Context: an optimization exercise on an open-source flow, tuned for small area, a short achievable clock period and few clock cycles. The choices shown serve that exercise and are no tape-out recipe.
RTL that was checked went through simulation tests only; none was proved equivalent to the original.
Only the layout flow was run in runs 5 to 7; the RTL was not checked for function there.
Power is estimated from default activity; no workload was simulated.

<file path="flow/flow/run.sh">
#!/bin/bash
# Standard layout, but the port buffers are buf_2 cells instead of the
# default pick, which is a slow delay buffer.
set -euo pipefail
export BUFFER_PORTS_ARGS="-buffer_cell sky130_fd_sc_hd__buf_2"
bash standard.sh > standard.log 2>&1
</file>
<file path="flow/standard.sh">
#!/bin/bash
# synth_recipe.tcl (not shown) runs the flow's synth.tcl, then flattens the netlist and writes it again
# the make line also repeats each setting of config.mk as NAME=value (left out here)
make -C /OpenROAD-flow-scripts/flow DESIGN_CONFIG=/design/flow/config.mk WORK_HOME=/design/flow/orfs CLKGATE_MAP_FILE= SYNTH_SCRIPT=/design/flow/synth_recipe.tcl "${@:-finish}"
</file>
<file path="flow/config.mk">
export PLATFORM = sky130hd
export DESIGN_NAME = nmea_gga_position_parser
export DESIGN_NICKNAME = nmea_gga_position_parser
export VERILOG_FILES = /design/flow/design.v
export SDC_FILE = /design/flow/constraint.sdc
export NUM_CORES = 4
export LEC_CHECK = 0
export ABC_AREA = 1
export CAP_MARGIN = 20
export CORE_MARGIN = 2
export CORE_UTILIZATION = 55
export GPL_TIMING_DRIVEN = 1
export SETUP_SLACK_MARGIN = 5
export SLEW_MARGIN = 20
</file>
<file path="flow/constraint.sdc">
create_clock -name core_clock -period 7.5 [get_ports {clk_i}]
set_input_delay 1.5000 -clock core_clock [delete_from_list [all_inputs] [get_ports {clk_i}]]
set_output_delay 1.5000 -clock core_clock [all_outputs]
set_load 0.01 [all_outputs]
</file>
<file path="flow/design.v">
package ngp_pkg;
  localparam logic [7:0] CHAR_SPACE = 8'h20;
  localparam logic [7:0] CHAR_NL    = 8'h0A;
  localparam logic [7:0] CHAR_POINT = 8'h2E;
  localparam logic [7:0] SEP_RESET  = 8'd44;
  localparam logic [29:0] LAT_MAX = 30'd900000000;
  localparam logic [30:0] LON_MAX = 31'd1800000000;
endpackage
module ngp_btab (
  input  logic [1:0] r,
  input  logic [3:0] t,
  output logic [3:0] b
);
  always_comb begin
    case ({r, t})
      6'd0: b = 4'd0;
      6'd1: b = 4'd1;
      6'd2: b = 4'd3;
      6'd3: b = 4'd5;
      6'd4: b = 4'd6;
      6'd5: b = 4'd8;
      6'd6: b = 4'd0;
      6'd7: b = 4'd1;
      6'd8: b = 4'd3;
      6'd9: b = 4'd5;
      6'd16: b = 4'd3;
      6'd17: b = 4'd5;
      6'd18: b = 4'd6;
      6'd19: b = 4'd8;
      6'd20: b = 4'd0;
      6'd21: b = 4'd1;
      6'd22: b = 4'd3;
      6'd23: b = 4'd5;
      6'd24: b = 4'd6;
      6'd25: b = 4'd8;
      6'd32: b = 4'd6;
      6'd33: b = 4'd8;
      6'd34: b = 4'd0;
      6'd35: b = 4'd1;
      6'd36: b = 4'd3;
      6'd37: b = 4'd5;
      6'd38: b = 4'd6;
      6'd39: b = 4'd8;
      6'd40: b = 4'd0;
      6'd41: b = 4'd1;
      default: b = 4'd0;
    endcase
  end
endmodule
module ngp_atab (
  input  logic [1:0] r,
  input  logic [3:0] t,
  output logic [1:0] a
);
  always_comb begin
    case (r)
      2'd0:    a = {1'b0, t >= 4'd6};
      2'd1:    a = {1'b0, t >= 4'd4};
      default: a = (t >= 4'd8) ? 2'd2 : {1'b0, t >= 4'd2};
    endcase
  end
endmodule
module ngp_rem (
  input  logic [1:0] r,
  input  logic [3:0] t,
  output logic [1:0] rn
);
  always_comb begin
    case ({r, t})
      6'd0: rn = 2'd0;
      6'd1: rn = 2'd2;
      6'd2: rn = 2'd1;
      6'd3: rn = 2'd0;
      6'd4: rn = 2'd2;
      6'd5: rn = 2'd1;
      6'd6: rn = 2'd0;
      6'd7: rn = 2'd2;
      6'd8: rn = 2'd1;
      6'd9: rn = 2'd0;
      6'd16: rn = 2'd1;
      6'd17: rn = 2'd0;
      6'd18: rn = 2'd2;
      6'd19: rn = 2'd1;
      6'd20: rn = 2'd0;
      6'd21: rn = 2'd2;
      6'd22: rn = 2'd1;
      6'd23: rn = 2'd0;
      6'd24: rn = 2'd2;
      6'd25: rn = 2'd1;
      6'd32: rn = 2'd2;
      6'd33: rn = 2'd1;
      6'd34: rn = 2'd0;
      6'd35: rn = 2'd2;
      6'd36: rn = 2'd1;
      6'd37: rn = 2'd0;
      6'd38: rn = 2'd2;
      6'd39: rn = 2'd1;
      6'd40: rn = 2'd0;
      6'd41: rn = 2'd2;
      default: rn = 2'd0;
    endcase
  end
endmodule
module ngp_enc (
  input  logic [3:0] b,
  input  logic [1:0] a,
  output logic [4:0] xyz
);
  always_comb begin
    if (b <= 4'd7) xyz = {b[2:0], a != 2'd0, a == 2'd2};
    else           xyz = {3'd7, 1'b1, (b == 4'd9) || (a != 2'd0)};
  end
endmodule
import ngp_pkg::*;
module nmea_gga_position_parser (
  input  logic        clk_i,
  input  logic        rst_ni,
  input  logic        in_valid_i,
  output logic        in_stall_o,
  input  logic [7:0]  rx_byte_i,
  output logic        out_valid_o,
  input  logic        out_stall_i,
  output logic [29:0] lat_e7_o,
  output logic [30:0] lon_e7_o,
  output logic        lat_ok_o,
  output logic        lon_ok_o,
  input  logic        cfg_valid_i,
  output logic        cfg_ready_o,
  input  logic [7:0]  cfg_field_separator_i
);
  logic [7:0]  sep_q;
  logic        stall_q, stall_d;
  logic        vld_q;
  logic [7:0]  byte_q;
  logic [2:0]  pos_q, pos_d;      
  logic        hdr_q, hdr_d;
  logic        body_q, col2_q;     
  logic [2:0]  fld_q, fld_d;      
  logic        pt_q, pt_d;
  logic        dig_q, dig_d;
  logic        bad_q, bad_d;
  logic [3:0]  t_q, t_d;
  logic [3:0]  u_q, u_d;
  logic [2:0]  n_q, n_d;          
  logic [1:0]  r_q, r_d;
  logic [1:0]  r1_q;             
  logic        big_q, big_d;
  logic [2:0]  ix_q;              
  logic        iy_q, iz_q;
  logic        pad_q, pad_d;
  logic        ptgt_q, ptgt_d;
  logic [29:0] lat_q, lat_d;
  logic [30:0] lon_q, lon_d;
  logic        latok_q, latok_d;
  logic        lonok_q, lonok_d;
  logic        emit_q, emit_d;
  logic        ov_q, ov_d;
  assign cfg_ready_o = 1'b1;
  always_ff @(posedge clk_i or negedge rst_ni) begin
    if (!rst_ni) begin
      sep_q <= SEP_RESET;
    end else if (cfg_valid_i) begin
      sep_q <= cfg_field_separator_i;
    end
  end
  logic take;
  assign take = in_valid_i && !stall_q;
  logic c_nl_q, c_sep_q, c_pt_q, c_dig_q;
  always_ff @(posedge clk_i or negedge rst_ni) begin
    if (!rst_ni) begin
      vld_q <= 1'b0;
    end else begin
      vld_q <= take && (rx_byte_i != CHAR_SPACE);
    end
  end
  always_ff @(posedge clk_i) begin
    byte_q  <= rx_byte_i;
    c_nl_q  <= rx_byte_i == CHAR_NL;
    c_sep_q <= rx_byte_i == sep_q;
    c_pt_q  <= rx_byte_i == CHAR_POINT;
    c_dig_q <= (rx_byte_i[7:4] == 4'h3) && (rx_byte_i[3:0] <= 4'd9);
  end
  logic       ch, is_nl, is_sep, is_pt, is_dig;
  logic [3:0] dgt;
  assign ch     = vld_q;
  assign is_nl  = c_nl_q;
  assign is_sep = c_sep_q;
  assign is_pt  = c_pt_q;
  assign is_dig = c_dig_q;
  assign dgt    = byte_q[3:0];
  logic body, tfld, ftgt;
  logic ev_nl, ev_c, ev_sep, ev_fc, ev_close, ev_clr;
  logic ok_close, match, emit_now;
  assign body  = body_q;
  assign tfld  = fld_q[0];   
  assign ftgt  = fld_q[1];
  assign ev_nl    = ch && is_nl;
  assign ev_c     = ch && !is_nl;
  assign ev_sep   = ev_c && body && is_sep;
  assign ev_fc    = ev_c && body && !is_sep && tfld;
  assign ev_close = ((ev_c && is_sep) || ev_nl) && body && tfld;
  assign ev_clr   = ev_c && col2_q;
  assign ok_close = dig_q && pt_q && !bad_q;
  assign match    = hdr_q && (pos_q >= 3'd6);
  assign emit_now = ev_nl && match;
  logic [30:0] hsum;
  logic [7:0]  pinc;
  logic        int_dig, frac_dig, pt_step, big_det, close_step, hwr, lat_last;
  assign hsum = {lon_q[27:0], ix_q} + {lon_q[29:0], iy_q} + 31'(iz_q);
  assign pinc = lon_q[7:0] + 8'(t_q >= 4'd6);
  assign int_dig    = ev_fc && is_dig && !pt_q && !big_q;
  assign frac_dig   = ev_fc && is_dig && pt_q && !big_q && (n_q <= 3'd4);
  assign pt_step    = ev_fc && is_pt && !pt_q && !big_q;
  assign big_det    = (int_dig && (ftgt ? (lon_q[7:0] >= 8'd18) : (lon_q[7:0] >= 8'd9))) ||
                      (pt_step && (t_q >= 4'd6) &&
                       (ftgt ? (lon_q[7:0] == 8'd179) : (lon_q[7:0] == 8'd89)));
  assign close_step = ev_close && ok_close && !big_q;
  assign hwr        = (int_dig && !big_det) || frac_dig || close_step || pad_q;
  assign lat_last   = pad_q && (n_q == 3'd6) && !ptgt_q;
  logic go;
  logic [7:0] hdr_ch;
  always_comb begin
    case (pos_q)
      3'd1:    hdr_ch = 8'h47;   
      3'd2:    hdr_ch = 8'h50;   
      3'd3:    hdr_ch = 8'h47;   
      3'd4:    hdr_ch = 8'h47;   
      3'd5:    hdr_ch = 8'h41;   
      default: hdr_ch = 8'h00;
    endcase
  end
  always_comb begin
    pos_d   = pos_q;
    hdr_d   = hdr_q;
    fld_d   = fld_q;
    pt_d    = pt_q;
    dig_d   = dig_q;
    bad_d   = bad_q;
    t_d     = t_q;
    u_d     = u_q;
    n_d     = n_q;
    r_d     = r_q;
    big_d   = big_q;
    pad_d   = pad_q;
    ptgt_d  = ptgt_q;
    lat_d   = lat_q;
    lon_d   = lon_q;
    latok_d = latok_q;
    lonok_d = lonok_q;
    if (pad_q) begin
      n_d = n_q + 3'd1;
      r_d = r1_q;
      t_d = u_q;
      u_d = '0;
      if (n_q == 3'd6) begin
        pad_d = 1'b0;
        n_d   = '0;
        r_d   = '0;
      end
    end
    if (ev_nl) begin
      pos_d = '0;
      hdr_d = 1'b1;
      fld_d = '0;
    end
    if (ev_c) begin
      if (pos_q != 3'd7) pos_d = pos_q + 3'd1;
      if ((pos_q >= 3'd1) && (pos_q <= 3'd5) && (byte_q != hdr_ch)) hdr_d = 1'b0;
    end
    if (ev_fc) begin
      if (is_pt) begin
        bad_d = bad_q || pt_q;
        pt_d  = 1'b1;
        if (big_det) big_d = 1'b1;
      end else if (is_dig) begin
        dig_d = 1'b1;
        if (!pt_q) begin
          t_d = u_q;
          u_d = dgt;
          if (big_det) big_d = 1'b1;
        end else if (frac_dig) begin
          n_d = n_q + 3'd1;
          r_d = r1_q;
          t_d = u_q;
          u_d = dgt;
        end
      end else begin
        bad_d = 1'b1;
      end
    end
    if (ev_close) begin
      if (close_step) begin
        n_d    = n_q + 3'd1;
        r_d    = r1_q;
        t_d    = u_q;
        u_d    = '0;
        pad_d  = 1'b1;
        ptgt_d = ftgt;
      end else begin
        n_d   = '0;
        r_d   = '0;
        big_d = 1'b0;
      end
      if (ftgt) lonok_d = ok_close;
      else      latok_d = ok_close;
    end
    if (ev_sep) begin
      if (fld_q != 3'd4) fld_d = fld_q + 3'd1;
      pt_d  = 1'b0;
      dig_d = 1'b0;
      bad_d = 1'b0;
      if (!close_step && !pad_q) begin
        t_d = '0;
        u_d = '0;
      end
    end
    if (hwr) lon_d = hsum;
    if (pt_step && !big_det) lon_d = 31'(pinc);
    if (ev_close && !close_step) begin
      if (ftgt) begin
        lon_d = ok_close ? LON_MAX : 31'd0;
      end else begin
        lat_d = ok_close ? LAT_MAX : 30'd0;
        lon_d = '0;
      end
    end
    if (lat_last) begin
      lat_d = hsum[29:0];
      lon_d = '0;
    end
    if (ev_clr) begin
      lat_d   = '0;
      lon_d   = '0;
      latok_d = 1'b0;
      lonok_d = 1'b0;
      pad_d   = 1'b0;
      t_d     = '0;
      u_d     = '0;
      n_d     = '0;
      r_d     = '0;
      big_d   = 1'b0;
    end
  end
  logic [1:0] r2, rp, a_dig, a_pt, r1_d;
  logic [3:0] bu, bp;
  logic [4:0] x_plain, x_dig, x_zero, x_pt, inj_d;
  ngp_rem  u_rem_u   (.r(r1_q),  .t(u_q),   .rn(r2));
  ngp_btab u_b_u     (.r(r1_q),  .t(u_q),   .b(bu));
  ngp_atab u_a_dig   (.r(r2),    .t(dgt),   .a(a_dig));
  ngp_rem  u_rem_pt  (.r(2'd0),  .t(t_q),   .rn(rp));
  ngp_btab u_b_pt    (.r(2'd0),  .t(t_q),   .b(bp));
  ngp_atab u_a_pt    (.r(rp),    .t(u_q),   .a(a_pt));
  ngp_enc  u_e_plain (.b(t_d),   .a(2'd0),  .xyz(x_plain));
  ngp_enc  u_e_dig   (.b(bu),    .a(a_dig), .xyz(x_dig));
  ngp_enc  u_e_zero  (.b(bu),    .a(2'd0),  .xyz(x_zero));
  ngp_enc  u_e_pt    (.b(bp),    .a(a_pt),  .xyz(x_pt));
  ngp_rem  u_rem_d   (.r(r_d),   .t(t_d),   .rn(r1_d));
  always_comb begin
    if (!(pt_d || pad_d)) begin
      inj_d = x_plain;
    end else if (ev_clr || (pad_q && (n_q == 3'd6))) begin
      inj_d = '0;
    end else if (frac_dig) begin
      inj_d = x_dig;
    end else if (close_step || pad_q) begin
      inj_d = x_zero;
    end else if (pt_step) begin
      inj_d = x_pt;
    end else begin
      inj_d = {ix_q, iy_q, iz_q};
    end
  end
  assign go     = (emit_now || emit_q) && !pad_q && !close_step;
  assign ov_d   = (ov_q && out_stall_i) || go;
  assign emit_d = (emit_now || emit_q) && !go;
  logic next_sep;
  assign next_sep = take && (rx_byte_i == sep_q) && (rx_byte_i != CHAR_SPACE);
  assign stall_d  = ((ov_d || emit_d) && (pos_d != 3'd0)) ||
                    (pad_d && (n_d <= 3'd5) && ((fld_d == 3'd3) || ((fld_d == 3'd2) && next_sep)));
  always_ff @(posedge clk_i or negedge rst_ni) begin
    if (!rst_ni) begin
      stall_q <= 1'b0;
      pos_q   <= '0;
      body_q  <= 1'b0;
      col2_q  <= 1'b0;
      hdr_q   <= 1'b1;
      fld_q   <= '0;
      pad_q   <= 1'b0;
      emit_q  <= 1'b0;
      ov_q    <= 1'b0;
    end else begin
      stall_q <= stall_d;
      pos_q   <= pos_d;
      body_q  <= pos_d == 3'd7;
      col2_q  <= pos_d == 3'd2;
      hdr_q   <= hdr_d;
      fld_q   <= fld_d;
      pad_q   <= pad_d;
      emit_q  <= emit_d;
      ov_q    <= ov_d;
    end
  end
  always_ff @(posedge clk_i) begin
    pt_q    <= pt_d;
    dig_q   <= dig_d;
    bad_q   <= bad_d;
    t_q     <= t_d;
    u_q     <= u_d;
    n_q     <= n_d;
    r_q     <= r_d;
    r1_q    <= r1_d;
    big_q   <= big_d;
    {ix_q, iy_q, iz_q} <= inj_d;
    ptgt_q  <= ptgt_d;
    lat_q   <= lat_d;
    lon_q   <= lon_d;
    latok_q <= latok_d;
    lonok_q <= lonok_d;
  end
  assign in_stall_o  = stall_q;
  assign out_valid_o = ov_q;
  assign lat_e7_o    = lat_q;
  assign lon_e7_o    = lon_q;
  assign lat_ok_o    = latok_q;
  assign lon_ok_o    = lonok_q;
endmodule
</file>
==> flow_metrics.env, run 1 <==
export IMPL_synth_compound_area_frac=0.1528
export IMPL_crit_buf_inv=1
export IMPL_synth_top_area_share=0.2411
export IMPL_yosys_area_share_simple=0.3280
export IMPL_htreeDepth=4
export IMPL_final_antenna_net_count=0
export IMPL_async_reset_ff_frac=0.1719
export IMPL_finalCriticalPeriod_ns=2.483
export IMPL_syn_cell_area_sq_um=8302
export IMPL_critPathMaxFanout=2
export IMPL_die_w_um=126.9
export IMPL_synthTopCellsByCount="374 x nand2_1, 139 x inv_1, 104 x a21oi_1"
export IMPL_drive_gt1_frac=0.1716
export IMPL_clock_latency_ns=0.43
export IMPL_synth_cell_types=54
export IMPL_num_fill_cells=1332
export IMPL_cts_num_sinks=128
export IMPL_yosysMostFrequentCell="nand2_1"
export IMPL_dpl_hpwl_um=17800
export IMPL_cts_tree="built"
export IMPL_place_gp_congestion=1.025
export IMPL_skew_ns=0.01024
export IMPL_ios=87
export IMPL_grt_max_degree=32
export IMPL_hp_class="reg -> reg"
export IMPL_grt_pass1_wl_um=38600
export IMPL_start_kind="flop"
export IMPL_routed_wl_um=24100
export IMPL_grt_pass1_vias=7926
export IMPL_cp_top_family="flip-flops"
export IMPL_synth_warnings=5
export IMPL_run_status="timing/DRC/antenna clean"
export IMPL_ys_seq_elements=128
export IMPL_fmax_ghz=0.4028
export IMPL_multi_input_area_sq_um=4981
export IMPL_p_leak_nw=4.848
export IMPL_crit_arrival_ns=0.98
export IMPL_vias=8601
export IMPL_synthXorXnorAreaFrac=0.02532
export IMPL_vias_per_cell=5.622
export IMPL_setup_tns_ns=0
export IMPL_antenna_found_initial=0
export IMPL_yosys_area_top_type="dfxtp_1"
export IMPL_ctsHoldBuffers=0
export IMPL_syn_avg_cell_area_sq_um=6.744
export IMPL_grt_usage=0.2993
export IMPL_nNetsFinal=1408
export IMPL_final_area_sq_um=9747
export IMPL_routedWlPerCell_um=15.75
export IMPL_area_growth_pct=17.41
export IMPL_period_share=0.3310
export IMPL_row_count=44
export IMPL_synth_edf_count=6
export IMPL_maxSlewViolCount=0
export IMPL_yosys_area_share_adder=0.08320
export IMPL_dr_pass1_iters=8
export IMPL_synth_top_cells_by_area="dfxtp_1 24%, nand2_1 17%, ha_1 7.8%"
export IMPL_initial_core_util=0.5669
export IMPL_yosysSeqAreaShare=0.3298
export IMPL_overflow=0
export IMPL_die_h_um=126.9
export IMPL_worst_pin_slew_ns=0.5234
export IMPL_clockBufferDepth=2
export IMPL_rsz0062_at_grt="yes"
export IMPL_hold_violations=0
export IMPL_path_class="reg -> out"
export IMPL_drv_cap=0
export IMPL_coreArea_sq_um=14640
export IMPL_pre_cts_slack_ns=4.543
export IMPL_slowest_delay_ns=0.40
export IMPL_total_power_mw=1.926
export IMPL_drt_iter0_drc=844
export IMPL_power_density_nw_per_um2=197.6
export IMPL_relSlewSlack=0.6511
export IMPL_numCtsBuffers=17
export IMPL_seq_area_sq_um=2801
export IMPL_synthFlopType="dfxtp_1"
export IMPL_vdd_drop_max_uv=158.4
export IMPL_cp_end_kind="output pin"
export IMPL_synthMuxAreaShare=0
export IMPL_crit_required_ns=6.00
export IMPL_cts_root_buf="clkbuf_16"
export IMPL_drc=0
export IMPL_slowest_stage="dfrtp_1"
export IMPL_syn_inst=1231
export IMPL_synth_top_family_by_area="simple AND/OR/NAND/NOR gates"
export IMPL_placed_area_sq_um=8855
export IMPL_syn_num_nets=1306
export IMPL_setup_violations_final=0
export IMPL_diodes=0
export IMPL_cp_cell_sequence="buf_2"
export IMPL_worst_slack_ns=5.017
export IMPL_path_clk_slew_ns=0.06
export IMPL_die_area_sq_um=16090
export IMPL_io_buffer_count=85
## placed cells by master (no fill, tap or decap), types with 11 or more instances in the layout
| master | netlist | routed |
|---|---|---|
| a21oi_1 | 104 | 102 |
| a31oi_1 | 11 | 11 |
| buf_2 | 3 | 85 |
| buf_4 | 3 | 23 |
| clkbuf_16 | 0 | 17 |
| dfrtp_1 | 18 | 17 |
| dfxtp_1 | 100 | 68 |
| dfxtp_2 | 0 | 23 |
| ha_1 | 52 | 52 |
| inv_1 | 139 | 134 |
| nand2_1 | 374 | 368 |
| nand3_1 | 81 | 80 |
| nand4_1 | 20 | 20 |
| nor2_1 | 100 | 96 |
| nor3_1 | 11 | 11 |
| o211ai_1 | 13 | 13 |
| o21ai_0 | 68 | 63 |
| xor2_1 | 17 | 17 |
## area by class of cell
cell class                 instances  share of cell area
inverter                         143             0.05648
clock inverter                    15             0.01566
tap                              184             0.02362
multi-input combinational        934              0.5110
clock buffer                      17             0.04365
timing repair inverter             1           0.0007702
timing repair buffer             108             0.06136
sequential                       128              0.2874
## metal layers
metal / share of wire / GRT usage / routed length (um)
met5: 0 / 0 / 0
met3: 0.070 / 0.05567 / 1686
met4: 0.039 / 0.1183 / 940
met2: 0.47 / 0.5070 / 11400
met1: 0.42 / 0.3782 / 10080
## kinds of logic (layout without fill, tap and decap cells)
family / Yosys count / in the layout
adders and majority gates: 54 / 54
DFF: 128 / 128
and+or+nand+nor: 626 / 627
buffers and inverters: 170 / 284
other: 1 / 1
xor gates and xnor gates: 24 / 24
AOI/OAI and AO/OA: 228 / 228
## sequential cells by signal (all words and copies together) (netlist names), 3 cells and up
name	flops
lon_q	31
fld_q	3
pos_q	3
t_q	4
sep_q	8
ix_q	3
lat_q	30
u_q	4
u_e_pt.b	4
n_q	3
byte_q	8
## through the flow
step | hold slack, ns | util | std cells
6_report | 0.4577 | 0.6656 | 1530
5_1_grt | 0.4624 | 0.6656 | 1530
4_1_cts | 0.4630 | 0.6504 | 1511
3_5_place_dp | 0.4539 | 0.6047 | 1476
3_3_place_gp | 0.4502 | 0.6047 | 1476
2_1_floorplan | 0.4426 | - | 1231
## power breakdown
part | switching (mW) | internal (mW)
combinational | 0.239 | 0.112
sequential | 0.0413 | 0.724
clock | 0.344 | 0.466
total | 0.624 | 1.30
## repair_timing
| item | in CTS | in global routing |
|---|---|---|
| gates cloned | 1 | 1 |
| pin swaps | 2 | 4 |
| setup endpoints to repair | 64 | 70 |
| gates resized for setup | 38 | 40 |
| buffers inserted | 2 | 18 |
## path summary, 6_finish.rpt
path	from	cells past startpoint	slack, ns	end
max reg2reg	lon_q[2]	12	5.06	lat_q[26]
min reg2reg	n_q[0]	1	0.46	n_q[0]
min	n_q[0]	1	0.46	n_q[0]
max	stall_q	1	5.02	in_stall_o
min in group asynchronous	rst_ni	1	1.05	sep_q[0]
max in group asynchronous	rst_ni	1	6.07	fld_q[0]
Testbench counts, summed over its fixed seeds: cycles 28,425.
==> run 2: changes to the inputs <==
--- a/flow/config.mk
+++ b/flow/config.mk
@@ -7,8 +7,7 @@
 export LEC_CHECK = 0
 export ABC_AREA = 1
-export CAP_MARGIN = 20
+export CAP_MARGIN = 0
 export CORE_MARGIN = 2
 export CORE_UTILIZATION = 55
-export GPL_TIMING_DRIVEN = 1
 export SETUP_SLACK_MARGIN = 5
-export SLEW_MARGIN = 20
+export SLEW_MARGIN = 0
==> run 2 against run 1 <==
Area after synthesis is the same. Register-to-register slack is essentially flat. Clock skew is the same. Non-clock buffer count is the same. Flip-flop and latch count is the same. Sequential share of layout area is the same. Core utilization is the same. Fmax is the same. Synthesized cell count is the same. Critical path depth is the same. Sequential power is essentially flat. Highest routed layer unchanged.
==> flow_metrics.env, run 2 <==
export IMPL_clockBufferDepth=2
export IMPL_yosysMostFrequentCell="nand2_1"
export IMPL_critPathMaxFanout=2
export IMPL_synth_cell_types=54
export IMPL_power_density_nw_per_um2=197.6
export IMPL_crit_required_ns=6.00
export IMPL_area_growth_pct=17.41
export IMPL_period_share=0.3310
export IMPL_maxSlewViolCount=0
export IMPL_grt_pass1_wl_um=38600
export IMPL_whs_ns=0.4577
export IMPL_drc=0
export IMPL_largest_reg_flops=31
export IMPL_syn_num_nets=1306
export IMPL_coreArea_sq_um=14640
export IMPL_synth_top_cells_by_area="dfxtp_1 24%, nand2_1 17%, ha_1 7.8%"
export IMPL_dpl_hpwl_um=17800
export IMPL_synth_top_area_share=0.2411
export IMPL_syn_avg_cell_area_sq_um=6.744
export IMPL_final_common_cell="nand2_1"
export IMPL_die_area_sq_um=16090
export IMPL_vdd_drop_max_uv=158.4
export IMPL_overflow=0
export IMPL_routed_wl_um=24100
export IMPL_grt_pass1_vias=7926
export IMPL_routedWlPerCell_um=15.75
export IMPL_nNetsFinal=1408
export IMPL_diodes=0
export IMPL_row_count=44
export IMPL_grt_usage=0.2993
export IMPL_synthFlopType="dfxtp_1"
export IMPL_synthTopCellsByCount="374 x nand2_1, 139 x inv_1, 104 x a21oi_1"
export IMPL_wl_met1_um=10080
export IMPL_path_class="reg -> out"
export IMPL_relSlewSlack=0.6511
export IMPL_slowest_stage="dfrtp_1"
export IMPL_antenna_found_initial=0
export IMPL_cts_root_buf="clkbuf_16"
export IMPL_dp_cells=1476
export IMPL_path_clk_slew_ns=0.06
export IMPL_numCtsBuffers=17
export IMPL_drive_gt1_frac=0.1716
export IMPL_async_reset_ff_frac=0.1719
export IMPL_cp_cell_sequence="buf_2"
export IMPL_drt_iter0_drc=844
export IMPL_slowest_delay_ns=0.40
export IMPL_die_w_um=126.9
export IMPL_cts_num_sinks=128
export IMPL_hold_violations=0
export IMPL_rsz0062_at_grt="yes"
export IMPL_dr_wl_met2_um=11400
export IMPL_initial_core_util=0.5669
export IMPL_grt_max_degree=32
export IMPL_vias_per_cell=5.622
export IMPL_clock_latency_ns=0.43
export IMPL_syn_inst=1231
export IMPL_ys_seq_elements=128
export IMPL_drv_cap=0
export IMPL_vias=8601
export IMPL_skew_ns=0.01024
export IMPL_dr_wl_met3_um=1686
export IMPL_crit_arrival_ns=0.98
export IMPL_die_h_um=126.9
export IMPL_regMostFlops="lon_q"
export IMPL_io_buffer_count=85
export IMPL_crit_buf_inv=1
export IMPL_worst_pin_slew_ns=0.5234
export IMPL_fmax_ghz=0.4028
export IMPL_htreeDepth=4
export IMPL_finalCriticalPeriod_ns=2.483
export IMPL_yosysSeqAreaShare=0.3298
export IMPL_reg_top3="lon_q x31, lat_q x30"
export IMPL_place_gp_congestion=1.025
export IMPL_cp_end_kind="output pin"
export IMPL_run_status="timing/DRC/antenna clean"
export IMPL_final_util=0.6656
export IMPL_cp_top_family="flip-flops"
export IMPL_hp_class="reg -> reg"
export IMPL_setup_tns_ns=0
export IMPL_fin_cells=1530
export IMPL_dr_pass1_iters=8
export IMPL_yosys_area_top_type="dfxtp_1"
export IMPL_routed_top_layer="met4"
export IMPL_cts_tree="built"
export IMPL_synth_edf_count=6
export IMPL_synth_warnings=5
export IMPL_ctsHoldBuffers=0
export IMPL_final_antenna_net_count=0
export IMPL_start_kind="flop"
export IMPL_setup_violations_final=0
export IMPL_layout_common_cells="368 x nand2_1, 134 x inv_1, 102 x a21oi_1"
export IMPL_ios=87
export IMPL_syn_cell_area_sq_um=8302
export IMPL_p_leak_nw=4.848
## run 2: final timing paths
check	from	end	slack (ns)	cells past startpoint
worst max-delay path	stall_q	in_stall_o	5.02	1
min in group asynchronous	rst_ni	sep_q[0]	1.05	1
worst min register to register	n_q[0]	n_q[0]	0.46	1
worst max register to register	lon_q[2]	lat_q[26]	5.06	12
worst min-delay path	n_q[0]	n_q[0]	0.46	1
max in group asynchronous	rst_ni	fld_q[0]	6.07	1
## run 2: cell families after synthesis
kind of cell	Yosys count	share of synthesized area
flip-flops	128	0.3298
adder cells (fa/ha/maj)	54	0.08319
other	1	0.0004517
AO/OA/AOI/OAI	228	0.1528
XOR/XNOR	24	0.02532
buffers and inverters	170	0.08048
AND/OR/NAND/NOR	626	0.3280
## run 2: where the power goes
part           internal [mW]  leakage [nW]  switching (mW)  total [mW]
Sequential             0.724          1.16          0.0413       0.765
Clock                  0.466         0.283           0.344       0.810
Combinational          0.112          3.41           0.239       0.351
Total                   1.30          4.85           0.624        1.93
## run 2: timing repair
action,CTS,global route
buffers inserted,2,18
endpoints found under the setup margin,64,70
gates cloned,1,1
gates resized for setup,38,40
pin swaps,2,4
## run 2: per-stage QoR
stage               power [mW]  area (sq um)  worst slack (ns)
finish                   1.926          9747             5.017
global route             2.020          9747             4.957
CTS                      1.913          9524             5.003
detailed placement       1.105          8855             4.543
global placement         1.105          8855             4.617
floorplan                1.009          8302             5.135
## run 2: cell type report
type                       instances  area, sq um
multi-input combinational        934         4981
fill                            1332         4897
sequential                       128         2801
timing repair buffer             108        598.1
inverter                         143        550.5
clock buffer                      17        425.4
tap                              184        230.2
clock inverter                    15        152.6
timing repair inverter             1        7.507
## run 2: layer usage
layer | vias up | global-route usage
met5 | - | 0
met3 | 77 | 0.05567
li1 | 4270 | -
met4 | 0 | 0.1183
met1 | 3912 | 0.3782
met2 | 342 | 0.5070
## run 2: worst register-to-register path, stage by stage (launching register included)
cell      delay, ns
dfxtp_4        0.36
buf_4          0.16
ha_1           0.35
a21oi_1        0.34
nor2_1         0.08
nor2_1         0.15
nand2_2        0.12
a21boi_1       0.24
or2_2          0.17
nand3_1        0.07
nand2_1        0.12
nand2_1        0.06
a21oi_1        0.14
==> run 3: changes to the inputs <==
--- a/flow/config.mk
+++ b/flow/config.mk
@@ -7,7 +7,7 @@
 export LEC_CHECK = 0
 export ABC_AREA = 1
-export CAP_MARGIN = 0
+export CAP_MARGIN = 20
 export CORE_MARGIN = 2
-export CORE_UTILIZATION = 55
+export CORE_UTILIZATION = 62
 export SETUP_SLACK_MARGIN = 5
-export SLEW_MARGIN = 0
+export SLEW_MARGIN = 20
==> run 3 against run 2 <==
Still clean. Design area grew 0.45%. Sequential share of layout area shrank 0.21 points. Synthesized cell count is the same. Final cell count shrank 0.52%. Global-route usage grew 4.2 points. Power grew 0.32%. Wire length grew 3.1%. Worst hold slack gained 0.0060 ns. Core utilization grew 8.0 points. Die area shrank 11%.
==> flow_metrics.env, run 3 <==
export IMPL_grt_pass1_wl_um=39300
export IMPL_htreeDepth=4
export IMPL_slowest_delay_ns=0.41
export IMPL_setup_tns_ns=0
export IMPL_synth_top_cells_by_area="dfxtp_1 24%, nand2_1 17%, ha_1 7.8%"
export IMPL_crit_buf_inv=1
export IMPL_path_clk_slew_ns=0.06
export IMPL_cp_top_family="flip-flops"
export IMPL_swShare=0.3188
export IMPL_worst_slack_ns=5.012
export IMPL_largest_reg_flops=31
export IMPL_slowest_stage="dfxtp_4"
export IMPL_crit_required_ns=6.00
export IMPL_syn_avg_cell_area_sq_um=6.744
export IMPL_start_kind="flop"
export IMPL_cts_tree="built"
export IMPL_synth_top_area_share=0.2411
export IMPL_relSlewSlack=0.6278
export IMPL_initial_core_util=0.6319
export IMPL_syn_cell_area_sq_um=8302
export IMPL_synthFlopType="dfxtp_1"
export IMPL_regMostFlops="lon_q"
export IMPL_async_reset_ff_frac=0.1719
export IMPL_place_gp_congestion=0.9155
export IMPL_hold_violations=0
export IMPL_power_clock_fraction=0.420
export IMPL_whs_ns=0.4637
export IMPL_drt_iter0_drc=870
export IMPL_pre_cts_slack_ns=4.653
export IMPL_nNetsFinal=1408
export IMPL_routedWlPerCell_um=16.33
export IMPL_syn_inst=1231
export IMPL_final_antenna_net_count=0
export IMPL_vias_per_cell=5.855
export IMPL_die_w_um=119.7
export IMPL_routed_wl_um=24850
export IMPL_drc=0
export IMPL_reg2reg_from="fld_q[0]"
export IMPL_dr_pass1_iters=7
export IMPL_rsz0062_at_grt="yes"
export IMPL_ios=87
export IMPL_antenna_found_initial=0
export IMPL_drv_cap=0
export IMPL_yosys_area_top_type="dfxtp_1"
export IMPL_synth_edf_count=6
export IMPL_comb_power_share=0.183
export IMPL_path_class="reg -> out"
export IMPL_clockBufferDepth=2
export IMPL_grt_usage=0.3408
export IMPL_yosysMostFrequentCell="nand2_1"
export IMPL_drive_gt1_frac=0.1746
export IMPL_r2r_setup_slack_ns=5.08
export IMPL_die_h_um=119.7
export IMPL_cp_endpoint="lon_e7_o[7]"
export IMPL_period_share=0.3318
export IMPL_final_common_cell="nand2_1"
export IMPL_cts_root_buf="clkbuf_16"
export IMPL_vdd_drop_max_uv=189.6
export IMPL_path_depth=1
export IMPL_finalCriticalPeriod_ns=2.488
export IMPL_p_leak_nw=4.850
export IMPL_syn_num_nets=1306
export IMPL_crit_arrival_ns=0.99
export IMPL_vias=8912
export IMPL_ys_seq_elements=128
export IMPL_io_buffer_count=85
export IMPL_r2r_cells=10
export IMPL_synth_warnings=5
export IMPL_synth_cell_types=54
export IMPL_r2r_end="lon_q[3]"
export IMPL_grt_max_degree=32
export IMPL_setup_violations_final=0
export IMPL_area_growth_pct=17.94
export IMPL_hp_class="reg -> reg"
export IMPL_min_delay_start="lat_q[12]"
export IMPL_maxSlewViolCount=0
export IMPL_clock_latency_ns=0.43
export IMPL_p_seq_frac=0.397
export IMPL_synthTopCellsByCount="374 x nand2_1, 139 x inv_1, 104 x a21oi_1"
export IMPL_numCtsBuffers=17
export IMPL_diodes=0
export IMPL_worst_pin_slew_ns=0.5536
export IMPL_critPathLaunch="lon_q[7]"
export IMPL_cp_cell_sequence="buf_2"
export IMPL_cts_num_sinks=128
export IMPL_cp_end_kind="output pin"
export IMPL_grt_pass1_vias=8274
export IMPL_overflow=0
export IMPL_layout_common_cells="368 x nand2_1, 134 x inv_1, 101 x a21oi_1"
export IMPL_reg_top3="lon_q x31, lat_q x30"
export IMPL_power_density_nw_per_um2=197.3
export IMPL_run_status="timing/DRC/antenna clean"
export IMPL_p_switching_uw=616.0
export IMPL_coreArea_sq_um=13140
export IMPL_skew_ns=0.01046
export IMPL_row_count=42
export IMPL_dpl_hpwl_um=17540
export IMPL_fmax_ghz=0.4019
export IMPL_critPathMaxFanout=7
export IMPL_internal_power_mw=1.316
export IMPL_yosysSeqAreaShare=0.3298
export IMPL_die_area_sq_um=14330
run 3: cell types whose count changed in the layout (fill, tap and decap cells not counted), sizes merged:
cell / change
clkinv: -1
clkbuf: +3
clkinvlp: +1
inv: -3
run 3: kinds of logic (layout without fill, tap and decap cells):
group	after synthesis	after routing	share of synthesized area
AND/OR/NAND/NOR	626	627	0.3280
AO/OA/AOI/OAI	228	228	0.1528
buffers and inverters	170	284	0.08048
other	1	1	0.0004517
XOR/XNOR	24	24	0.02532
adder cells (fa/ha/maj)	54	54	0.08319
flip-flops	128	128	0.3298
run 3: per-stage QoR:
stage,std cells,util,power [mW],instance area [sq um]
2_1_floorplan,1231,-,1.009,8302
3_3_place_gp,1468,0.6732,1.101,8845
3_5_place_dp,1468,0.6732,1.105,8845
4_1_cts,1504,0.7230,1.902,9498
5_1_grt,1522,0.7452,2.012,9791
6_report,1522,0.7452,1.932,9791
run 3: timing repair:
action | in CTS | in global routing
setup endpoints to repair | 54 | 86
cloned | 0 | 2
hold buffers | 0 | 0
pin swaps | 3 | 4
resized for setup | 28 | 59
buffers inserted | 4 | 16
run 3: power groups by stage:
stage	sequential, mW	combinational, mW	clock (mW)
final	0.767	0.354	0.811
after global routing	0.772	0.397	0.844
after CTS	0.763	0.331	0.808
after detailed placement	0.780	0.326	0
after global placement	0.779	0.322	0
after floorplan	0.763	0.246	0
run 3: worst min path at each step:
stage | to | slack (ns) | cells after the start
3_5_place_dp | lat_q[12] | 0.45 | 2
4_1_cts | lat_q[12] | 0.46 | 2
2_1_floorplan | dig_q | 0.44 | 2
6_report | lat_q[12] | 0.46 | 2
3_3_place_gp | lat_q[2] | 0.45 | 2
5_1_grt | lat_q[12] | 0.47 | 2
run 3: cell type report:
cell class,instances,area [sq um]
Clock inverter,12,108.9
Tap cell,176,220.2
Multi-Input combinational cell,934,5029
Timing Repair Buffer,108,611.8
Fill cell,1078,3347
Inverter,143,553.0
Clock buffer,20,466.7
Timing Repair inverter,1,7.507
Sequential cell,128,2794
run 3: routing by layer:
metal  GRT usage  vias up  part of all wire
met5           0        -                 0
met4      0.1456        0             0.036
met3     0.05894       76             0.081
met2      0.5946      439              0.49
met1      0.4135     4139              0.39
li1            -     4258                 -
==> run 4: changes to the inputs <==
--- a/flow/config.mk
+++ b/flow/config.mk
@@ -9,5 +9,5 @@
 export CAP_MARGIN = 20
 export CORE_MARGIN = 2
-export CORE_UTILIZATION = 62
+export CORE_UTILIZATION = 50
 export SETUP_SLACK_MARGIN = 5
 export SLEW_MARGIN = 20
==> run 4 against run 3 <==
Still clean. Clock power rose by 0.7%. Synthesized cell count did not move. Via count fell by 5.2%.
==> flow_metrics.env, run 4 <==
export IMPL_slowest_stage="dfrtp_1"
export IMPL_power_clock_fraction=0.424
export IMPL_routed_wl_um=25130
export IMPL_reg2reg_from="vld_q"
export IMPL_drc=0
export IMPL_start_kind="flop"
export IMPL_ys_seq_elements=128
export IMPL_row_count=47
export IMPL_die_w_um=132.9
export IMPL_syn_num_nets=1306
export IMPL_dp_cells=1512
export IMPL_cts_tree="built"
export IMPL_dr_pass1_iters=5
export IMPL_setup_violations_final=0
export IMPL_synth_top_area_share=0.2411
export IMPL_die_h_um=132.9
export IMPL_syn_inst=1231
export IMPL_r2r_end="lon_q[20]"
export IMPL_layout_common_cells="370 x nand2_1, 135 x inv_1, 99 x a21oi_1"
export IMPL_final_common_cell="nand2_1"
export IMPL_critPathMaxFanout=2
export IMPL_p_leak_nw=4.841
export IMPL_skew_ns=0.009977
export IMPL_grt_max_degree=32
export IMPL_antenna_found_initial=0
export IMPL_crit_arrival_ns=0.99
export IMPL_hold_violations=0
export IMPL_clockBufferDepth=2
export IMPL_synth_edf_count=6
export IMPL_die_area_sq_um=17650
export IMPL_path_clk_slew_ns=0.06
export IMPL_cp_end_kind="output pin"
export IMPL_path_class="reg -> out"
export IMPL_cts_num_sinks=128
export IMPL_syn_avg_cell_area_sq_um=6.744
export IMPL_reg_top3="lon_q x31, lat_q x30"
export IMPL_synth_cell_types=54
export IMPL_routedWlPerCell_um=16.10
export IMPL_ios=87
export IMPL_regMostFlops="lon_q"
export IMPL_relSlewSlack=0.6500
export IMPL_grt_usage=0.2827
export IMPL_io_buffer_count=85
export IMPL_coreArea_sq_um=16410
export IMPL_diodes=0
export IMPL_grt_pass1_wl_um=39450
export IMPL_largest_reg_flops=31
export IMPL_crit_buf_inv=1
export IMPL_internal_power_mw=1.304
export IMPL_slowest_delay_ns=0.41
export IMPL_power_density_nw_per_um2=196.7
export IMPL_period_share=0.3324
export IMPL_synthTopCellsByCount="374 x nand2_1, 139 x inv_1, 104 x a21oi_1"
export IMPL_drt_iter0_drc=596
export IMPL_swShare=0.3238
export IMPL_async_reset_ff_frac=0.1719
export IMPL_fmax_ghz=0.4011
export IMPL_overflow=0
export IMPL_r2r_setup_slack_ns=5.10
export IMPL_grt_pass1_vias=7869
export IMPL_place_gp_congestion=0.9981
export IMPL_synth_top_cells_by_area="dfxtp_1 24%, nand2_1 17%, ha_1 7.8%"
export IMPL_crit_required_ns=6.00
export IMPL_area_growth_pct=18.07
export IMPL_htreeDepth=4
export IMPL_drive_gt1_frac=0.1693
export IMPL_rsz0062_at_grt="yes"
export IMPL_vdd_drop_max_uv=152.6
export IMPL_yosys_area_top_type="dfxtp_1"
export IMPL_setup_tns_ns=0
export IMPL_cp_endpoint="in_stall_o"
export IMPL_initial_core_util=0.5060
export IMPL_numCtsBuffers=17
export IMPL_cts_root_buf="clkbuf_16"
export IMPL_final_antenna_net_count=0
export IMPL_yosysSeqAreaShare=0.3298
export IMPL_comb_power_share=0.180
export IMPL_syn_cell_area_sq_um=8302
export IMPL_vias=8452
export IMPL_p_seq_frac=0.396
export IMPL_worst_pin_slew_ns=0.5250
export IMPL_drv_cap=0
export IMPL_cp_cell_sequence="buf_2"
export IMPL_num_fill_cells=1586
export IMPL_vias_per_cell=5.414
export IMPL_fin_cells=1561
export IMPL_dpl_hpwl_um=18710
export IMPL_r2r_cells=11
export IMPL_finalCriticalPeriod_ns=2.493
export IMPL_final_util=0.5974
export IMPL_synth_warnings=5
export IMPL_critPathLaunch="stall_q"
export IMPL_clock_latency_ns=0.43
export IMPL_maxSlewViolCount=0
export IMPL_run_status="timing/DRC/antenna clean"
export IMPL_path_depth=1
export IMPL_p_switching_uw=624.5
export IMPL_yosysMostFrequentCell="nand2_1"
export IMPL_synthFlopType="dfxtp_1"
export IMPL_ctsHoldBuffers=0
export IMPL_hp_class="reg -> reg"
export IMPL_cp_top_family="flip-flops"
export IMPL_nNetsFinal=1403
run 4: changes by cell type in the layout (fill, tap and decap cells not counted), moves of 3 or more:
cell	delta
buf_4	-6
nand3_2	+4
buf_12	+3
buf_6	-3
clkinv_2	-3
inv_4	+3
inv_6	+3
run 4: per-layer routing:
metal / part of all wire / up-vias / global-route usage
li1: - / 4245 / -
met1: 0.44 / 3925 / 0.3489
met5: 0 / - / 0
met4: 0.026 / 0 / 0.09976
met2: 0.49 / 234 / 0.4928
met3: 0.046 / 48 / 0.05364
run 4: layout make-up:
class | count | area [sq um] | area share
clock buffers | 19 | 442.9 | 0.04519
clock inverters | 13 | 126.4 | 0.01289
inverters | 143 | 548.0 | 0.05591
multi-input cells | 934 | 5004 | 0.5105
flip-flops and latches | 128 | 2800 | 0.2857
well taps | 220 | 275.3 | 0.02808
repair buffers | 103 | 598.1 | 0.06102
repair inverters | 1 | 7.507 | 0.0007659
run 4: stage by stage:
step	hold WS (ns)	power (mW)	instance area (sq um)	worst slack, ns
CTS	0.4668	1.932	9567	4.994
global placement	0.4550	1.109	8900	4.700
floorplan	0.4426	1.009	8302	5.135
detailed placement	0.4567	1.110	8900	4.565
finish	0.4585	1.929	9802	5.007
global route	0.4831	2.021	9802	4.946
run 4: cell families after synthesis:
group | synth area share
other | 0.0004517
buffers and inverters | 0.08048
flip-flops | 0.3298
XOR/XNOR | 0.02532
AND/OR/NAND/NOR | 0.3280
AO/OA/AOI/OAI | 0.1528
adder cells (fa/ha/maj) | 0.08319
run 4: timing repair:
item | 4_1_cts | 5_1_grt
pin swaps | 1 | 3
resized for setup | 44 | 34
endpoints found under the setup margin | 66 | 76
cloned | 1 | 1
buffers inserted | 2 | 13
run 4: power by group through the flow:
stage	clock [mW]	combinational [mW]	sequential, mW
3_5_place_dp	0	0.331	0.780
2_1_floorplan	0	0.246	0.763
5_1_grt	0.857	0.396	0.769
3_3_place_gp	0	0.329	0.779
6_report	0.817	0.347	0.764
4_1_cts	0.826	0.343	0.763
run 4: worst min-delay path by stage:
stage,start,depth (start not counted),endpoint
global route,lat_q[2],2,lat_q[2]
floorplan,dig_q,2,dig_q
detailed placement,lat_q[12],2,lat_q[12]
CTS,lat_q[7],2,lat_q[7]
finish,n_q[0],1,n_q[0]
global placement,lat_q[16],2,lat_q[16]
==> run 5: changes to the inputs <==
--- a/flow/design.v
+++ b/flow/design.v
@@ -212,7 +212,8 @@
   assign frac_dig   = ev_fc && is_dig && pt_q && !big_q && (n_q <= 3'd4);
   assign pt_step    = ev_fc && is_pt && !pt_q && !big_q;
-  assign big_det    = (int_dig && (ftgt ? (lon_q[7:0] >= 8'd18) : (lon_q[7:0] >= 8'd9))) ||
-                      (pt_step && (t_q >= 4'd6) &&
-                       (ftgt ? (lon_q[7:0] == 8'd179) : (lon_q[7:0] == 8'd89)));
+  assign big_det    = !pad_q &&
+                      ((int_dig && (ftgt ? (lon_q[7:0] >= 8'd18) : (lon_q[7:0] >= 8'd9))) ||
+                       (pt_step && (t_q >= 4'd6) &&
+                        (ftgt ? (lon_q[7:0] == 8'd179) : (lon_q[7:0] == 8'd89))));
   assign close_step = ev_close && ok_close && !big_q;
   assign hwr        = (int_dig && !big_det) || frac_dig || close_step || pad_q;
@@ -377,5 +378,5 @@
   assign next_sep = take && (rx_byte_i == sep_q) && (rx_byte_i != CHAR_SPACE);
   assign stall_d  = ((ov_d || emit_d) && (pos_d != 3'd0)) ||
-                    (pad_d && (n_d <= 3'd5) && ((fld_d == 3'd3) || ((fld_d == 3'd2) && next_sep)));
+                    (pad_d && (n_d <= 3'd4) && ((fld_d == 3'd3) || ((fld_d == 3'd2) && next_sep)));
   always_ff @(posedge clk_i or negedge rst_ni) begin
     if (!rst_ni) begin
--- a/flow/config.mk
+++ b/flow/config.mk
@@ -9,5 +9,5 @@
 export CAP_MARGIN = 20
 export CORE_MARGIN = 2
-export CORE_UTILIZATION = 50
-export SETUP_SLACK_MARGIN = 5
+export CORE_UTILIZATION = 55
+export SETUP_SLACK_MARGIN = 4.5
 export SLEW_MARGIN = 20
==> run 5 against run 4 <==
Still clean on timing, DRC and antenna. Core utilization is 4.5 points higher. Area after synthesis rose by 3.2%. Wire length up 3.2%. Global-route usage grew 3.2 points. Largest power group unchanged.
==> flow_metrics.env, run 5 <==
export IMPL_power_density_nw_per_um2=196.8
export IMPL_maxSlewViolCount=0
export IMPL_comb_power_share=0.172
export IMPL_num_fill_cells=1457
export IMPL_synth_top_area_share=0.2336
export IMPL_syn_num_nets=1382
export IMPL_drt_iter0_drc=702
export IMPL_start_kind="flop"
export IMPL_cpMostUsedCell="inv_1"
export IMPL_async_reset_ff_frac=0.1719
export IMPL_grt_busiest_layer="met2"
export IMPL_diodes=0
export IMPL_clock_latency_ns=0.42
export IMPL_slowest_stage="nor2_4"
export IMPL_cts_root_buf="clkbuf_16"
export IMPL_final_common_cell="nand2_1"
export IMPL_drv_cap=0
export IMPL_die_w_um=128.8
export IMPL_path_clk_slew_ns=0.06
export IMPL_rsz0062_at_grt="no"
export IMPL_coreArea_sq_um=15200
export IMPL_synth_cell_types=48
export IMPL_postCtsSetupRepairBufs=0
export IMPL_p_switching_uw=590.7
export IMPL_ios=87
export IMPL_regMostFlops="lon_q"
export IMPL_seq_area_sq_um=2738
export IMPL_dp_cells=1555
export IMPL_synthTopCellsByCount="371 x nand2_1, 160 x inv_1, 133 x nor2_1"
export IMPL_synth_warnings=5
export IMPL_run_status="timing/DRC/antenna clean"
export IMPL_met1_usage=0.3611
export IMPL_cts_tree="built"
export IMPL_yosys_area_top_type="dfxtp_1"
export IMPL_final_antenna_net_count=0
export IMPL_crit_buf_inv=5
export IMPL_skew_ns=0.007558
export IMPL_vdd_drop_max_uv=152.6
export IMPL_routedWlPerCell_um=16.32
export IMPL_hp_class="reg -> reg"
export IMPL_htreeDepth=4
export IMPL_synth_edf_count=6
export IMPL_reg_top3="lon_q x31, lat_q x30"
export IMPL_fin_cells=1589
export IMPL_die_area_sq_um=16600
export IMPL_io_buffer_count=85
export IMPL_slowest_delay_ns=0.47
export IMPL_syn_avg_cell_area_sq_um=6.557
export IMPL_critPathMaxFanout=20
export IMPL_layout_common_cells="370 x nand2_1, 159 x inv_1, 130 x nor2_1"
export IMPL_row_count=45
export IMPL_yosysMostFrequentCell="nand2_1"
export IMPL_cp_cell_sequence="inv_1, nor2_1, inv_1, nor2_4, buf_4, a21oi_2, buf_4, nand2_1, nand3_1, nand2_1, inv_1"
export IMPL_syn_inst=1307
export IMPL_period_share=0.3745
export IMPL_drc=0
export IMPL_whs_ns=0.4580
export IMPL_ys_seq_elements=128
export IMPL_largest_reg_flops=31
export IMPL_relSlewSlack=0.4608
export IMPL_crit_arrival_ns=3.12
export IMPL_overflow=0
export IMPL_worst_pin_slew_ns=0.8077
export IMPL_place_gp_congestion=0.9582
export IMPL_nNetsFinal=1463
export IMPL_power_clock_fraction=0.433
export IMPL_fmax_ghz=0.3560
export IMPL_routed_wl_um=25930
export IMPL_cts_num_sinks=128
export IMPL_ctsHoldBuffers=0
export IMPL_grt_max_degree=37
export IMPL_clockBufferDepth=2
export IMPL_p_seq_frac=0.395
export IMPL_setup_violations_final=0
export IMPL_internal_power_mw=1.333
export IMPL_synthFlopType="dfxtp_1"
export IMPL_area_growth_pct=14.03
export IMPL_cp_end_kind="flop"
export IMPL_cp_top_family="buffers and inverters"
export IMPL_grt_usage=0.3144
export IMPL_met2_usage=0.5692
export IMPL_grt_pass1_wl_um=40880
export IMPL_dpl_hpwl_um=19150
export IMPL_yosysSeqAreaShare=0.3195
export IMPL_vias=8890
export IMPL_numCtsBuffers=17
export IMPL_swShare=0.3071
export IMPL_grt_pass1_vias=8509
export IMPL_drive_gt1_frac=0.1149
export IMPL_setup_tns_ns=0
export IMPL_hold_violations=0
export IMPL_dr_pass1_iters=5
export IMPL_syn_cell_area_sq_um=8569
export IMPL_initial_core_util=0.5637
export IMPL_vias_per_cell=5.595
export IMPL_multi_input_area_sq_um=5125
export IMPL_antenna_found_initial=0
export IMPL_r2r_setup_slack_ns=4.69
export IMPL_synth_top_cells_by_area="dfxtp_1 23%, nand2_1 16%, ha_1 7.6%"
export IMPL_die_h_um=128.8
export IMPL_grt_use_met3=0.04865
export IMPL_p_leak_nw=5.045
export IMPL_finalCriticalPeriod_ns=2.809
export IMPL_crit_required_ns=7.82
export IMPL_path_class="reg -> reg"
[run 5: cell count changes in the layout (fill, tap and decap cells not counted), moves of 13 or more]
cell,change
nor2_1,+35
inv_1,+24
dfxtp_2,-22
nand3_1,+32
buf_4,-13
dfxtp_1,+31
[run 5: final timing paths]
kind / to / startpoint / depth (start not counted)
worst max-delay path: lat_q[8] / pad_q / 11
worst max register to register: lat_q[8] / pad_q / 11
min in group asynchronous: sep_q[4] / rst_ni / 1
worst min register to register: lat_q[0] / lat_q[0] / 2
worst min-delay path: lat_q[0] / lat_q[0] / 2
max in group asynchronous: hdr_q / rst_ni / 1
[run 5: metal layers]
layer | part of all wire | up-vias
li1 | - | 4447
met1 | 0.41 | 4065
met2 | 0.50 | 315
met3 | 0.048 | 63
met4 | 0.036 | 0
met5 | 0 | -
[run 5: kinds of logic after synthesis]
group           after synthesis  synth area share
fa+ha+maj                    54           0.08060
other cells                   1         0.0004376
buf+inv                     193           0.08848
flops                       128            0.3195
xor+xnor                     29           0.02964
compound gates              208            0.1336
simple gates                694            0.3478
[run 5: worst register-to-register path, delay by kind of cell (launching register included)]
family	cells	cell delay (ns)
flops	1	0.46
compound gates	1	0.16
simple gates	5	1.00
buf+inv	5	1.07
[run 5: power groups by stage]
stage / clock (mW) / combinational, mW / sequential (mW)
2_1_floorplan: 0 / 0.242 / 0.760
3_3_place_gp: 0 / 0.317 / 0.773
3_5_place_dp: 0 / 0.318 / 0.773
4_1_cts: 0.837 / 0.321 / 0.759
5_1_grt: 0.877 / 0.372 / 0.764
6_report: 0.833 / 0.330 / 0.760
[run 5: metrics by stage]
| step | cell area, sq um | setup WS (ns) | util | total power, mW |
|---|---|---|---|---|
| floorplan | 8569 | 5.099 | - | 1.002 |
| global placement | 9116 | 4.323 | 0.5997 | 1.090 |
| detailed placement | 9116 | 4.205 | 0.5997 | 1.092 |
| CTS | 9721 | 4.510 | 0.6394 | 1.917 |
| global route | 9772 | 4.500 | 0.6428 | 2.014 |
| finish | 9772 | 4.691 | 0.6428 | 1.923 |
[run 5: area by class of cell]
class	count	share of cell area
inverters	166	0.06440
clock buffers	22	0.05083
well taps	188	0.02407
multi-input cells	987	0.5245
clock inverters	10	0.01024
repair inverters	1	0.0007682
repair buffers	87	0.04507
flip-flops and latches	128	0.2802
[run 5: repair_timing]
| action | 4_1_cts | 5_1_grt |
|---|---|---|
| cloned | 0 | 2 |
| pin swaps | 0 | 1 |
| gates resized for setup | 2 | 9 |
| endpoints found under the setup margin | 36 | 46 |
==> run 6: changes to the inputs <==
--- a/flow/config.mk
+++ b/flow/config.mk
@@ -10,4 +10,4 @@
 export CORE_MARGIN = 2
 export CORE_UTILIZATION = 55
-export SETUP_SLACK_MARGIN = 4.5
+export SETUP_SLACK_MARGIN = 5
 export SLEW_MARGIN = 20
==> run 6 against run 5 <==
Sequential power about the same. Core utilization rose by 3.8 points. Area after synthesis unchanged. Power is 1.2% higher. Non-clock buffer count rose by 32. Final cell count rose by 2.2%. Flip-flop and latch count unchanged. Die area stayed put. Fmax increased by 13%. Worst hold slack is essentially flat. Register-to-register slack better by 0.39 ns. Critical endpoint is now lon_e7_o[2].
==> flow_metrics.env, run 6 <==
export IMPL_grt_usage=0.3296
export IMPL_syn_avg_cell_area_sq_um=6.557
export IMPL_numCtsBuffers=17
export IMPL_io_buffer_count=85
export IMPL_drv_cap=0
export IMPL_p_leak_nw=5.284
export IMPL_grt_max_degree=37
export IMPL_drt_iter0_drc=757
export IMPL_ctsHoldBuffers=0
export IMPL_finalCriticalPeriod_ns=2.475
export IMPL_syn_num_nets=1382
export IMPL_fin_cells=1624
export IMPL_ys_seq_elements=128
export IMPL_path_depth=1
export IMPL_coreArea_sq_um=15200
export IMPL_drive_gt1_frac=0.1831
export IMPL_vias=9173
export IMPL_skew_ns=0.007457
export IMPL_async_reset_ff_frac=0.1719
export IMPL_final_util=0.6804
export IMPL_crit_buf_inv=1
export IMPL_synth_edf_count=6
export IMPL_clockBufferDepth=2
export IMPL_die_area_sq_um=16600
export IMPL_setup_tns_ns=0
export IMPL_layout_common_cells="361 x nand2_1, 154 x inv_1, 124 x nor2_1"
export IMPL_initial_core_util=0.5637
export IMPL_cp_top_family="flip-flops"
export IMPL_synth_top_area_share=0.2336
export IMPL_setup_violations_final=0
export IMPL_synth_warnings=5
export IMPL_vdd_drop_max_uv=163.4
export IMPL_worst_pin_slew_ns=0.5506
export IMPL_synthFlopType="dfxtp_1"
export IMPL_start_kind="flop"
export IMPL_cts_tree="built"
export IMPL_cp_cell_sequence="buf_2"
export IMPL_nNetsFinal=1498
export IMPL_relSlewSlack=0.6308
export IMPL_reg2reg_from="lon_q[3]"
export IMPL_place_gp_congestion=0.9582
export IMPL_num_fill_cells=1381
export IMPL_antenna_found_initial=0
export IMPL_drc=0
export IMPL_cp_end_kind="output pin"
export IMPL_vias_per_cell=5.648
export IMPL_synth_cell_types=48
export IMPL_reg_top3="lon_q x31, lat_q x30"
export IMPL_run_status="timing/DRC/antenna clean"
export IMPL_htreeDepth=4
export IMPL_dr_pass1_iters=5
export IMPL_crit_required_ns=6.00
export IMPL_grt_pass1_wl_um=42520
export IMPL_dp_cells=1555
export IMPL_maxSlewViolCount=0
export IMPL_hold_violations=0
export IMPL_routedWlPerCell_um=16.89
export IMPL_cp_endpoint="lon_e7_o[2]"
export IMPL_whs_ns=0.4576
export IMPL_fmax_ghz=0.4040
export IMPL_r2r_setup_slack_ns=5.08
export IMPL_final_common_cell="nand2_1"
export IMPL_synthTopCellsByCount="371 x nand2_1, 160 x inv_1, 133 x nor2_1"
export IMPL_r2r_cells=14
export IMPL_routed_wl_um=27430
export IMPL_syn_cell_area_sq_um=8569
export IMPL_row_count=45
export IMPL_rsz0062_at_grt="no"
export IMPL_dpl_hpwl_um=19150
export IMPL_area_growth_pct=20.70
export IMPL_slowest_delay_ns=0.40
export IMPL_critPathLaunch="lon_q[2]"
export IMPL_path_class="reg -> out"
export IMPL_crit_arrival_ns=0.98
export IMPL_power_density_nw_per_um2=188.1
export IMPL_final_antenna_net_count=0
export IMPL_yosysMostFrequentCell="nand2_1"
export IMPL_yosysSeqAreaShare=0.3195
export IMPL_slowest_stage="dfxtp_4"
export IMPL_period_share=0.3301
export IMPL_diodes=0
export IMPL_r2r_end="lon_q[27]"
export IMPL_ios=87
export IMPL_die_w_um=128.8
export IMPL_regMostFlops="lon_q"
export IMPL_clock_latency_ns=0.43
export IMPL_largest_reg_flops=31
export IMPL_synth_top_cells_by_area="dfxtp_1 23%, nand2_1 16%, ha_1 7.6%"
export IMPL_overflow=0
export IMPL_grt_pass1_vias=8648
export IMPL_path_clk_slew_ns=0.06
export IMPL_syn_inst=1307
export IMPL_critPathMaxFanout=8
export IMPL_hp_class="reg -> reg"
export IMPL_yosys_area_top_type="dfxtp_1"
export IMPL_die_h_um=128.8
export IMPL_cts_num_sinks=128
export IMPL_cts_root_buf="clkbuf_16"
[run 6: cell counts after synthesis]
No cell type changed its count.
[run 6: where the power goes]
group,internal (mW),switching [mW]
sequential,0.722,0.0382
clock,0.506,0.331
combinational,0.111,0.237
total,1.34,0.606
[run 6: worst min path at each step]
| stage | start | to | slack [ns] | cells after the start |
|---|---|---|---|---|
| 2_1_floorplan | dig_q | dig_q | 0.43 | 2 |
| 6_report | lat_q[0] | lat_q[0] | 0.46 | 2 |
| 5_1_grt | lat_q[0] | lat_q[0] | 0.48 | 2 |
| 3_5_place_dp | dig_q | dig_q | 0.45 | 2 |
| 4_1_cts | dig_q | dig_q | 0.46 | 2 |
| 3_3_place_gp | lat_q[3] | lat_q[3] | 0.44 | 2 |
[run 6: per-layer routing]
metal | global-route usage | vias to the layer above | share of wire
met4 | 0.1861 | 0 | 0.053
met5 | 0 | - | 0
li1 | - | 4512 | -
met2 | 0.5823 | 354 | 0.49
met1 | 0.3748 | 4213 | 0.40
met3 | 0.05946 | 94 | 0.053
[run 6: cell type report]
class / count / area, sq um / share of cell area
Tap cell: 188 / 235.2 / 0.02274
Multi-Input combinational cell: 990 / 5319 / 0.5142
Sequential cell: 128 / 2801 / 0.2708
Timing Repair Buffer: 119 / 730.7 / 0.07064
Clock buffer: 22 / 496.7 / 0.04802
Timing Repair inverter: 1 / 7.507 / 0.0007258
Clock inverter: 10 / 100.1 / 0.009677
Inverter: 166 / 653.1 / 0.06314
[run 6: kinds of logic (layout without fill, tap and decap cells)]
family,Yosys count,in the layout,share of synthesized area
buffers and inverters,193,318,0.08848
flip-flops,128,128,0.3195
AO/OA/AOI/OAI,208,208,0.1336
other,1,1,0.0004376
AND/OR/NAND/NOR,694,698,0.3478
XOR/XNOR,29,29,0.02964
adder cells (fa/ha/maj),54,54,0.08060
[run 6: metrics by stage]
stage | power [mW] | setup slack (ns) | area, sq um
2_1_floorplan | 1.002 | 5.099 | 8569
3_3_place_gp | 1.090 | 4.323 | 9116
3_5_place_dp | 1.092 | 4.205 | 9116
4_1_cts | 1.925 | 4.913 | 9950
5_1_grt | 2.033 | 4.977 | 10340
6_report | 1.946 | 5.025 | 10340
[run 6: tightest hold or removal path, delay by kind of cell, from the launching register on]
| kind | cells | cell delay, ns |
|---|---|---|
| flip-flops | 1 | 0.30 |
| AND/OR/NAND/NOR | 1 | 0.06 |
| AO/OA/AOI/OAI | 1 | 0.05 |
[run 6: what timing repair did]
item | in CTS | in global routing
gates cloned | 3 | 2
endpoints found under the hold margin | 0 | 0
setup buffers | 9 | 23
gates resized for setup | 45 | 64
setup endpoints to repair | 94 | 90
pin swaps | 3 | 9
==> run 7: changes to the inputs <==
--- a/flow/config.mk
+++ b/flow/config.mk
@@ -9,5 +9,5 @@
 export CAP_MARGIN = 20
 export CORE_MARGIN = 2
-export CORE_UTILIZATION = 55
+export CORE_UTILIZATION = 45
 export SETUP_SLACK_MARGIN = 5
 export SLEW_MARGIN = 20
==> run 7 against run 6 <==
Still clean on timing, DRC and antenna. Non-clock buffer count decreased by 12. Worst setup slack improved by 0.0021 ns. Clock skew is 0.0036 ns higher. Design area about the same. Global-route usage fell by 5.9 points. Flip-flop and latch count unchanged. Sequential share of layout area about the same. Die area increased by 21%. Largest cell class unchanged.
==> flow_metrics.env, run 7 <==
export IMPL_final_antenna_net_count=0
export IMPL_p_leak_nw=5.229
export IMPL_slowest_delay_ns=0.41
export IMPL_maxSlewViolCount=0
export IMPL_critPathLaunch="lon_q[1]"
export IMPL_routed_wl_um=27190
export IMPL_vdd_drop_max_uv=155.8
export IMPL_nNetsFinal=1484
export IMPL_setup_tns_ns=0
export IMPL_grt_pass1_vias=8402
export IMPL_area_growth_pct=20.66
export IMPL_skew_ns=0.01107
export IMPL_io_buffer_count=85
export IMPL_min_delay_start="lat_q[25]"
export IMPL_path_class="reg -> out"
export IMPL_power_clock_fraction=0.453
export IMPL_cts_num_sinks=128
export IMPL_yosysMostFrequentCell="nand2_1"
export IMPL_fmax_ghz=0.4043
export IMPL_die_w_um=142.0
export IMPL_fin_cells=1656
export IMPL_power_density_nw_per_um2=195.2
export IMPL_die_area_sq_um=20160
export IMPL_crit_buf_inv=1
export IMPL_start_kind="flop"
export IMPL_cts_root_buf="clkbuf_16"
export IMPL_cp_cell_sequence="buf_2"
export IMPL_synthFlopType="dfxtp_1"
export IMPL_synth_cell_types=48
export IMPL_crit_required_ns=6.00
export IMPL_p_seq_frac=0.377
export IMPL_coreArea_sq_um=18710
export IMPL_vias=8909
export IMPL_initial_core_util=0.4581
export IMPL_async_reset_ff_frac=0.1719
export IMPL_hp_class="reg -> reg"
export IMPL_rsz0062_at_grt="yes"
export IMPL_largest_reg_flops=31
export IMPL_drv_cap=0
export IMPL_syn_inst=1307
export IMPL_grt_pass1_wl_um=43020
export IMPL_ys_seq_elements=128
export IMPL_comb_power_share=0.170
export IMPL_run_status="timing/DRC/antenna clean"
export IMPL_numCtsBuffers=17
export IMPL_setup_violations_final=0
export IMPL_dpl_hpwl_um=20830
export IMPL_reg2reg_from="lon_q[11]"
export IMPL_p_switching_uw=590.6
export IMPL_swShare=0.2926
export IMPL_synth_warnings=5
export IMPL_drive_gt1_frac=0.1835
export IMPL_yosys_area_top_type="dfxtp_1"
export IMPL_crit_arrival_ns=0.97
export IMPL_final_common_cell="nand2_1"
export IMPL_worst_pin_slew_ns=0.5825
export IMPL_reg_top3="lon_q x31, lat_q x30"
export IMPL_syn_num_nets=1382
export IMPL_cp_top_family="flip-flops"
export IMPL_dr_pass1_iters=6
export IMPL_synth_edf_count=6
export IMPL_path_clk_slew_ns=0.05
export IMPL_drt_iter0_drc=591
export IMPL_antenna_found_initial=0
export IMPL_row_count=50
export IMPL_dp_cells=1601
export IMPL_critPathMaxFanout=9
export IMPL_clock_latency_ns=0.42
export IMPL_synth_top_area_share=0.2336
export IMPL_grt_usage=0.2703
export IMPL_overflow=0
-- run 7: cells by family after synthesis --
kind of cell,Yosys count,share of synthesized area
AND/OR/NAND/NOR,694,0.3478
AO/OA/AOI/OAI,208,0.1336
buffers and inverters,193,0.08848
flip-flops,128,0.3195
adder cells (fa/ha/maj),54,0.08060
XOR/XNOR,29,0.02964
other,1,0.0004376
-- run 7: worst paths after layout --
| path | to | slack (ns) | cells past startpoint |
|---|---|---|---|
| setup / recovery | lon_e7_o[1] | 5.03 | 1 |
| hold / removal | lat_q[25] | 0.46 | 2 |
| setup reg to reg | lon_q[25] | 5.12 | 12 |
| hold reg to reg | lat_q[25] | 0.46 | 2 |
| max in group asynchronous | fld_q[0] | 6.09 | 1 |
| min in group asynchronous | sep_q[7] | 1.04 | 1 |
-- run 7: metrics by stage --
step / hold WS, ns / utilization / setup WS [ns] / cell area, sq um / total power [mW]
global placement: 0.4464 / 0.4904 / 4.571 / 9174 / 1.095
detailed placement: 0.4491 / 0.4904 / 4.542 / 9174 / 1.093
floorplan: 0.4306 / - / 5.099 / 8569 / 1.002
finish: 0.4619 / 0.5528 / 5.027 / 10340 / 2.018
global route: 0.4782 / 0.5528 / 4.936 / 10340 / 2.109
CTS: 0.4633 / 0.5346 / 4.875 / 10000 / 2.015
-- run 7: metal layers --
metal / GRT usage / part of all wire / up-vias
li1: - / - / 4491
met1: 0.3353 / 0.44 / 4153
met2: 0.4831 / 0.50 / 223
met3: 0.04071 / 0.041 / 42
met4: 0.08368 / 0.019 / 0
met5: 0 / 0 / -
-- run 7: final cells by class --
| type | instances | area, sq um | share of cell area |
|---|---|---|---|
| sequential | 128 | 2799 | 0.2707 |
| inverter | 166 | 648.1 | 0.06268 |
| tap | 234 | 292.8 | 0.02832 |
| timing repair inverter | 1 | 7.507 | 0.0007260 |
| clock buffer | 21 | 481.7 | 0.04659 |
| multi-input combinational | 988 | 5345 | 0.5169 |
| clock inverter | 11 | 175.2 | 0.01694 |
| timing repair buffer | 107 | 590.6 | 0.05712 |
-- run 7: what timing repair did --
item | 4_1_cts | 5_1_grt
hold buffers | 0 | 0
setup buffers | 3 | 17
endpoints found under the setup margin | 84 | 68
pin swaps | 3 | 9
cloned | 2 | 1
gates resized for setup | 53 | 64
hold endpoints to repair | 0 | 0
-- run 7: power groups by stage --
stage	sequential, mW	clock [mW]	combinational [mW]
after global placement	0.775	0	0.321
final	0.761	0.915	0.343
after floorplan	0.760	0	0.242
after detailed placement	0.774	0	0.319
after global routing	0.766	0.955	0.388
after CTS	0.758	0.926	0.330

Check on run 7: ideal ports give 5.027 ns setup slack; a clkbuf_16 on the clock port and buf_2 on the inputs give 4.984 ns; moving port delays by the midpoint clock arrival (0.460 ns) as well gives 4.779 ns.
